This design comes from an exercise in tuning for small area on the open sky130 flow, not from production work.
Only simulation tests tie the RTL to the original design; equivalence was not proved.
Power and IR drop assume default switching activity.

main:
// ecg_r_peak_heart_rate
module ecg_r_peak_heart_rate (
  input  logic        clk,
  input  logic        rst,
  input  logic        sample_valid,
  output logic        sample_stall,
  input  logic [11:0] adc_sample,
  output logic        result_valid,
  input  logic        result_stall,
  output logic [11:0] filtered_sample,
  output logic        peak_flag,
  output logic        rate_updated,
  output logic [7:0]  heart_rate,
  input  logic        cfg_valid,
  output logic        cfg_ready,
  input  logic [2:0]  cfg_index,
  input  logic [15:0] cfg_data
);
==> flow/config.mk <==
export PLATFORM = sky130hd
export DESIGN_NAME = ecg_r_peak_heart_rate
export DESIGN_NICKNAME = ecg_r_peak_heart_rate
export VERILOG_FILES = /design/flow/design.v
export SDC_FILE = /design/flow/constraint.sdc
export NUM_CORES = 4
export LEC_CHECK = 0
export ABC_AREA = 1
export CAP_MARGIN = 20
export CORE_MARGIN = 2
export CORE_UTILIZATION = 60
export SLEW_MARGIN = 20
==> flow/constraint.sdc <==
create_clock -name core_clock -period 10.0 [get_ports {clk}]
set_input_delay 2.0000 -clock core_clock [delete_from_list [all_inputs] [get_ports {clk}]]
set_output_delay 2.0000 -clock core_clock [all_outputs]
set_load 0.01 [all_outputs]
standard.sh (not shown) runs the stock make flow with config.mk's settings and CLKGATE_MAP_FILE= SYNTH_SCRIPT=/design/flow/synth_recipe.tcl, a recipe that flattens the netlist after the stock synthesis.
==> flow/flow/run.sh <==
#!/bin/bash
# The standard layout (standard.sh) with these changes:
#  - synthesis maps the logic with an area-only ABC script (flow/area.abc) instead of ORFS's
#    abc_area.script; everything else in synthesis, the registers included, is unchanged;
#  - ports are buffered with the smallest buffer (buf_1);
#  - the clock tree is built from clkbuf_4 without dummy loads.
# Logs: own_synth.log is not separate; make's whole output goes to standard.log and ORFS
# writes each step's log under orfs/logs/.
set -euo pipefail
HERE=$(pwd)
{
  printf '%s\n' 'proc abc {args} {'
  printf '%s\n' '  set i [lsearch -exact $args -script]'
  printf '%s\n' '  if {$i >= 0} { lset args [expr {$i + 1}] $::env(OWN_ABC_SCRIPT) }'
  printf '%s\n' '  yosys abc {*}$args'
  printf '%s\n' '}'
  cat synth_recipe.tcl
} > own_synth.tcl
sed -E "s#SYNTH_SCRIPT=[^ ]+#SYNTH_SCRIPT=$HERE/own_synth.tcl#" standard.sh > own_standard.sh
export OWN_ABC_SCRIPT="$HERE/flow/area.abc"
export BUFFER_PORTS_ARGS="-buffer_cell sky130_fd_sc_hd__buf_1"
export CTS_ARGS="-sink_clustering_enable -repair_clock_nets -dont_use_dummy_load -buf_list sky130_fd_sc_hd__clkbuf_4 -sink_clustering_size 10 -sink_clustering_max_diameter 50"
bash own_standard.sh > standard.log 2>&1
==> flow/flow/area.abc <==
strash
dc2
dch -f
amap
topo
Input-level comparison between the feature branch and main:
diff --git a/flow/design.v b/flow/design.v
--- a/flow/design.v
+++ b/flow/design.v
@@ -127,21 +127,21 @@
   logic        t30_w, t30_d, t31_d, t21_w, t21_d;
   assign t0 = t[0];
   logic [31:0] g;
   logic        g0, g_d, g15_w;
   assign g0 = g[0];
   logic h0q, h1q, h2q, h3q;
   logic h0d, h1d, h2d, h3d;
   logic [7:0] p;
   logic up;                     
   logic seen;
-  logic [2:0] fill;             
+  logic [2:0] fill;
   logic pk, upd, rv;
   logic [7:0] held;
   logic fa, fb, fcin, fsum, fcout;
   always_comb begin
     fa   = (pc == 4'd0) ? s0 : t0;
     fb   = opbit ? xbit : s0;
     if (ph == 5'd28) begin
       fa = 1'b0;
       fb = 1'b0;
     end
@@ -228,39 +228,38 @@
     bbin = (j == 4'd0) ? 1'b0 : p[0];
     ybit = sbit ^ rj ^ bbin;
     qpv  = (j == 4'd0) ? 1'b0 : p[1];
     c3in = (j == 4'd0) ? 1'b0 : p[2];
     qj   = ybit ^ qpv ^ c3in;
     bb_n = (~sbit & (rj | bbin)) | (rj & bbin);
     c3_n = (qj & qpv) | (qj & c3in) | (qpv & c3in);
   end
   logic held_en, held_in, win0, win1, win2;
   assign win0 = !j[3];
-  assign win1 = !j[3] || (j[2:0] == 3'd0);
-  assign win2 = !j[3] || (j[2:1] == 2'd0);
+  assign win1 = (j[3:1] != 3'd0 || j[0]) && (j[3:1] == 3'd0 || !j[3] || j[2:0] == 3'd0);
+  assign win2 = (j[3:1] != 3'd0) && (!j[3] || j[2:1] == 2'd0);
   always_comb begin
     held_en = 1'b0;
     held_in = 1'b0;
     if (is_init) begin
       held_en = ph[4] && win0;
     end else if (is_avg && ph[4]) begin
       held_in = sbit;
-      if (fill[2] && fill[0]) begin          
-        held_en = win0;
-        held_in = qj;
-      end else if (fill[2]) begin            
-        held_en = win2;
-      end else if (fill[1]) begin            
-        held_en = win1;
-      end else begin                         
-        held_en = win0;
-      end
+      unique case (fill)
+        3'd2:    held_en = win1;
+        3'd3: begin
+          held_en = win0;
+          held_in = qj;
+        end
+        3'd4:    held_en = win2;
+        default: held_en = win0;
+      endcase
     end
   end
   logic peak, div_go;
   assign peak   = gr_n & up & p[5] & p[6];
   assign div_go = peak & seen & nz_n;
   always_ff @(posedge clk) begin
     if (rst) begin
       mode <= ecgr_pkg::M_INIT;
       pc   <= '0;
     end else if (last) begin
@@ -295,21 +294,21 @@
       seen <= 1'b0;
       fill <= '0;
       rv   <= 1'b0;
       pk   <= 1'b0;
     end else begin
       if (f10 && last) begin
         up <= p[4];
         pk <= peak;
         if (peak) seen <= 1'b1;
       end
-      if (is_hupd && last) fill <= {fill[1], fill[0] | fill[2], ~fill[1] | ~fill[2]} & {3{~(fill[2] & ~fill[0])}} | {fill[2] & ~fill[0], fill[2] & ~fill[0], 1'b0};
+      if (is_hupd && last && fill != 3'd4) fill <= fill + 1'b1;
       if (last && ((f10 && !div_go) || (d15 && !in_range) || is_avg)) rv <= 1'b1;
       else if (!result_stall) rv <= 1'b0;
     end
   end
   assign result_valid = rv;
   always_ff @(posedge clk) begin
     if (f10 && last) upd <= 1'b0;
     if (d15 && last) upd <= in_range;
   end
   assign peak_flag    = pk;
Notes after the runs:
- The total power was comparable across main and the feature branch.
- Estimated wirelength of the detail-placed design (the feature branch over main): decrease, about 0.32%
- Per the comparison of the feature branch with main, via count higher, overall die height higher, design area higher.
- Row net total in the final layout: the feature branch higher / main lower
- First-iteration DRC count sits lower in the feature branch than in main.
- Compared with main, the feature branch shows a higher horizontal extent of the die.
- The feature branch reports a lower complex-gate fraction of the synthesized area than main does.
- In the feature branch, sequential share of layout area is lower than in main.
- Status: gate count after technology mapping parity (the feature branch, main)
- NOTE: synthesized area per cell in the feature branch exceeds that of main
- Looking at data arrival time of the critical path, the feature branch sits 2170 ps above main.

## port drivers added, routing unchanged
In the flow no input, the clock included, has a driving cell. The finished layouts below were timed again as built, in two steps. Step 1 assumes that a clkbuf_16 drives the clock port and a buf_2 every other input. Step 2 times the ports against the registers' clock, not the clock port: input delays grow and output delays shrink by t, the midpoint of the rising clock arrivals with the driver on. Slacks: ideal / step 1 / step 2; pairs: ideal / step 1.
run	shift t [ns]	setup slack, ns	latest minus earliest clock arrival (ns)	worst register clock-pin slew, ns
main	0.641	4.611 / 4.575 / 4.869	0.052 / 0.052	0.11 / 0.11
the feature branch	0.611	4.706 / 4.706 / 4.706	0.076 / 0.077	0.11 / 0.11
After both steps every run listed still meets setup and hold.
